This is an optimization exercise on Yosys and OpenROAD, whose aim is small area, a short achievable clock period and few clock cycles per item, not a production implementation.

==> run a: inputs <==
Design ifft_core, start of the top module:
module ifft_core #(
    parameter int N     = 16,
    parameter int LOG2N = 4,
    parameter int DW    = 8,
    parameter int TW    = 8
) (
    input  logic          clk,
    input  logic          rst,
    input  logic          in_valid,
    output logic          in_ready,
    input  logic [DW-1:0] in_re,
    input  logic [DW-1:0] in_im,
    output logic          out_valid,
    input  logic          out_ready,
    output logic [DW-1:0] out_re,
    output logic [DW-1:0] out_im,
    output logic          out_last,
    output logic          busy
);
==> flow/config.mk <==
export PLATFORM = sky130hd
export DESIGN_NAME = ifft_core
export DESIGN_NICKNAME = ifft_core
export VERILOG_FILES = /design/flow/design.v
export SDC_FILE = /design/flow/constraint.sdc
export NUM_CORES = 4
export LEC_CHECK = 0
export CAP_MARGIN = 20
export CORE_MARGIN = 2
export CORE_UTILIZATION = 25
export PLACE_DENSITY = 0.45
export SLEW_MARGIN = 20
==> flow/constraint.sdc <==
create_clock -name core_clock -period 15.0 [get_ports {clk}]
set_input_delay 3.0000 -clock core_clock [delete_from_list [all_inputs] [get_ports {clk}]]
set_output_delay 3.0000 -clock core_clock [all_outputs]
set_load 0.01 [all_outputs]
standard.sh (not shown) runs the stock make flow with config.mk's settings and CLKGATE_MAP_FILE= SYNTH_SCRIPT=/design/flow/synth_recipe.tcl, a recipe that flattens the netlist after the stock synthesis.
==> flow/flow/run.sh <==
#!/bin/bash
# Standard layout, with timing repair asked to leave SETUP_SLACK_MARGIN ns of
# setup slack at the design's clock (so it works towards a shorter period).
# The synthesis is the standard one, unchanged. Each step's output goes to a log here.
set -euo pipefail
MARGIN=$(cat flow/margin.txt)
bash standard.sh synth > synth.log 2>&1
bash standard.sh SETUP_SLACK_MARGIN="$MARGIN" finish > layout.log 2>&1
==> flow/flow/margin.txt <==
11.0
==> inputs of run b, as changes to run a <==
--- a/flow/design.v
+++ b/flow/design.v
@@ -1,15 +1,9 @@
 package ifft_pkg;
     localparam int DW = 8;
     localparam int TW = 8;
-    function automatic logic [15:0] sx(input logic [7:0] v);
-        sx = {{8{v[7]}}, v};
-    endfunction
-    function automatic logic [15:0] sx9(input logic [8:0] v);
-        sx9 = {{7{v[8]}}, v};
-    endfunction
     function automatic logic [15:0] rca(input logic [15:0] x, input logic [15:0] y, input logic ci);
         logic c;
         c = ci;
         for (int i = 0; i < 16; i++) begin
             rca[i] = x[i] ^ y[i] ^ c;
             c = (x[i] & y[i]) | (x[i] & c) | (y[i] & c);
@@ -40,14 +34,14 @@
     output logic             neg,
     output logic             cz
 );
     logic [15:0] br, bi, d, s, x, y;
     logic        pass, rot, m2, m6;
     always_comb begin
-        br = ifft_pkg::sx(b_re);
-        bi = ifft_pkg::sx(b_im);
+        br = 16'($signed(b_re));
+        bi = 16'($signed(b_im));
         d  = ifft_pkg::fadd(br, ~bi, 1'b1);
         s  = ifft_pkg::fadd(br, bi, 1'b0);
         x  = ifft_pkg::sum4(d << 5, d << 3, d << 2, d, 1'b0, 1'b0, 1'b0);
         y  = ifft_pkg::sum4(s << 5, s << 3, s << 2, s, 1'b0, 1'b0, 1'b0);
         pass = !half || (!kq && !kr);
         rot  = half && kq && !kr;
@@ -86,14 +80,14 @@
             3'b0_11: begin t1 = br << 4; t2 = br << 3;  t3 = ~(bi << 6);    t4 = i5;         n2 = 1'b0; n3 = 1'b1; n4 = 1'b0; end
             default: begin t1 = br << 6; t2 = ~r5;      t3 = bi << 4;       t4 = bi << 3;    n2 = 1'b1; n3 = 1'b0; n4 = 1'b0; end
         endcase
         prod = ifft_pkg::sum4(t1, t2, t3, t4, n2, n3, n4);
     endfunction
     always_comb begin
-        br = ifft_pkg::sx(b_re);
-        bi = ifft_pkg::sx(b_im);
+        br = 16'($signed(b_re));
+        bi = 16'($signed(b_im));
         r5 = ifft_pkg::fadd(br << 2, br, 1'b0);
         i5 = ifft_pkg::fadd(bi << 2, bi, 1'b0);
         px = prod(br, bi, r5, i5, k[1:0], k[2]);
         py = prod(br, bi, r5, i5, k[1:0], !k[2]);
         pass = !half || (k == 3'd0);
         rot  = half && (k == 3'd4);
@@ -120,16 +114,16 @@
         if (v[8] != v[7]) sat9 = v[8] ? 8'h80 : 8'h7f;
         else              sat9 = v[7:0];
     endfunction
     logic [15:0] s_re, s_im, d_re, d_im;
     logic [7:0]  p_re, m_re;
     always_comb begin
-        s_re  = ifft_pkg::fadd(ifft_pkg::sx(a_re), ifft_pkg::sx9(u_re), cz);
-        d_re  = ifft_pkg::fadd(ifft_pkg::sx(a_re), ~(ifft_pkg::sx9(u_re)), !cz);
-        s_im  = ifft_pkg::fadd(ifft_pkg::sx(a_im), ifft_pkg::sx9(u_im), 1'b0);
-        d_im  = ifft_pkg::fadd(ifft_pkg::sx(a_im), ~(ifft_pkg::sx9(u_im)), 1'b1);
+        s_re  = ifft_pkg::fadd(16'($signed(a_re)), 16'($signed(u_re)), cz);
+        d_re  = ifft_pkg::fadd(16'($signed(a_re)), ~(16'($signed(u_re))), !cz);
+        s_im  = ifft_pkg::fadd(16'($signed(a_im)), 16'($signed(u_im)), 1'b0);
+        d_im  = ifft_pkg::fadd(16'($signed(a_im)), ~(16'($signed(u_im))), 1'b1);
         p_re  = sat9(s_re[9:1]);
         m_re  = sat9(d_re[9:1]);
         y0_re = neg ? m_re : p_re;
         y1_re = neg ? p_re : m_re;
         y0_im = sat9(s_im[9:1]);
         y1_im = sat9(d_im[9:1]);
@@ -289,16 +283,16 @@
             end
         end
     end
     logic [7:0]  dl0_re, dl0_im, r0_re, r0_im;
     logic [15:0] s0_re, s0_im, d0_re, d0_im;
     always_comb begin
-        s0_re = ifft_pkg::rca(ifft_pkg::sx(dl0_re), ifft_pkg::sx(x03_re), 1'b0);
-        s0_im = ifft_pkg::rca(ifft_pkg::sx(dl0_im), ifft_pkg::sx(x03_im), 1'b0);
-        d0_re = ifft_pkg::rca(ifft_pkg::sx(dl0_re), ~(ifft_pkg::sx(x03_re)), 1'b1);
-        d0_im = ifft_pkg::rca(ifft_pkg::sx(dl0_im), ~(ifft_pkg::sx(x03_im)), 1'b1);
+        s0_re = ifft_pkg::rca(16'($signed(dl0_re)), 16'($signed(x03_re)), 1'b0);
+        s0_im = ifft_pkg::rca(16'($signed(dl0_im)), 16'($signed(x03_im)), 1'b0);
+        d0_re = ifft_pkg::rca(16'($signed(dl0_re)), ~(16'($signed(x03_re))), 1'b1);
+        d0_im = ifft_pkg::rca(16'($signed(dl0_im)), ~(16'($signed(x03_im))), 1'b1);
     end
     always_ff @(posedge clk) begin
         if (adv_q) begin
             if (c_q[C_S0]) begin
                 r0_re  <= s0_re[8:1];
                 r0_im  <= s0_im[8:1];
@@ -329,16 +323,16 @@
     logic [7:0]  dl1_im [2];
     logic [7:0]  y1_re, y1_im, r1_re, r1_im;
     logic [15:0] s1_re, s1_im, d1_re, d1_im;
     always_comb begin
         y1_re = c_q[C_K1] ? x12_im : x12_re;
         y1_im = c_q[C_K1] ? x12_re : x12_im;
-        s1_re = ifft_pkg::fadd(ifft_pkg::sx(dl1_re[1]), ifft_pkg::sx(y1_re), 1'b0);
-        s1_im = ifft_pkg::fadd(ifft_pkg::sx(dl1_im[1]), ifft_pkg::sx(y1_im), 1'b0);
-        d1_re = ifft_pkg::fadd(ifft_pkg::sx(dl1_re[1]), ~(ifft_pkg::sx(y1_re)), 1'b1);
-        d1_im = ifft_pkg::fadd(ifft_pkg::sx(dl1_im[1]), ~(ifft_pkg::sx(y1_im)), 1'b1);
+        s1_re = ifft_pkg::fadd(16'($signed(dl1_re[1])), 16'($signed(y1_re)), 1'b0);
+        s1_im = ifft_pkg::fadd(16'($signed(dl1_im[1])), 16'($signed(y1_im)), 1'b0);
+        d1_re = ifft_pkg::fadd(16'($signed(dl1_re[1])), ~(16'($signed(y1_re))), 1'b1);
+        d1_im = ifft_pkg::fadd(16'($signed(dl1_im[1])), ~(16'($signed(y1_im))), 1'b1);
     end
     always_ff @(posedge clk) begin
         if (adv_q) begin
             dl1_re[1] <= dl1_re[0];
             dl1_im[1] <= dl1_im[0];
             if (c_q[C_S1]) begin
==> flow/run.sh (new file) <==
#!/bin/bash
# synth_recipe.tcl (not shown) runs the flow's synth.tcl, then flattens the netlist and writes it again
# the make line also repeats each setting of config.mk as NAME=value (left out here)
make -C /OpenROAD-flow-scripts/flow DESIGN_CONFIG=/design/flow/config.mk WORK_HOME=/design/flow/orfs CLKGATE_MAP_FILE= SYNTH_SCRIPT=/design/flow/synth_recipe.tcl finish
- ABC_CLOCK_PERIOD_IN_PS: not set -> 4000
- CAP_MARGIN: 20 -> 50
- SLEW_MARGIN: 20 -> 70
removed: flow/flow/run.sh
removed: flow/flow/margin.txt
removed: flow/standard.sh
==> comparison table <==
|  | run a | run b |
|---|---|---|
| Outcome | timing/DRC/antenna clean | timing/DRC/antenna clean |
| Inserted tap cell count | 1768 | 1781 |
| Proportion of cell area occupied by multi-input gates | 0.425 | 0.417 |
| Gate count of the mapped netlist | 2974 | 3078 |
| Xor and xnor area share after synthesis | 0.0394 | 0.0401 |
| Via density | 4.61 | 4.61 |
| Storage element area | 0.0166 mm² | 0.0166 mm² |
| Synthesized-area fraction occupied by ao, oa, aoi and oai cells | 0.142 | 0.152 |
| GRT Resource Usage Total | 0.121 | 0.117 |
| R2R Path Start | r1_re[0] | r2_re[1] |
| Fraction of final layout cells sized beyond drive strength 1 | 0.223 | 0.129 |
| Number of clock-tree buffers in the layout | 68 | 79 |
| Library cells used by synthesis | 84 | 93 |
| Non-clock buffering overhead | 0.0473 | 0.0317 |
| Final estimated routing congestion in global placement | 0.864 | 0.894 |
No functional check of the RTL was part of any run of this note.

==> afterwards: timing with drivers on the ports <==
Ports are ideal in the flow. The routed layouts listed here were re-timed in OpenROAD. Step 1: set_driving_cell puts a clkbuf_16 on clk and a buf_2 on each other input, an assumption about the parent block. Step 2, shift: input delay + t, output delay - t, t = (earliest + latest rising clock arrival at the registers) / 2. This alone moves slack from input paths to output paths. a / b / c = ideal ports / drivers / drivers and shift; a / b = the first two.
run | t (ns) | setup WS [ns] | worst slew at a driven data input, ns
run a | 0.706 | 10.047 / 10.047 / 10.047 | 0.04
run b | 0.720 | 8.657 / 8.657 / 8.657 | 0.14
After both steps setup and hold are still met in every run listed.
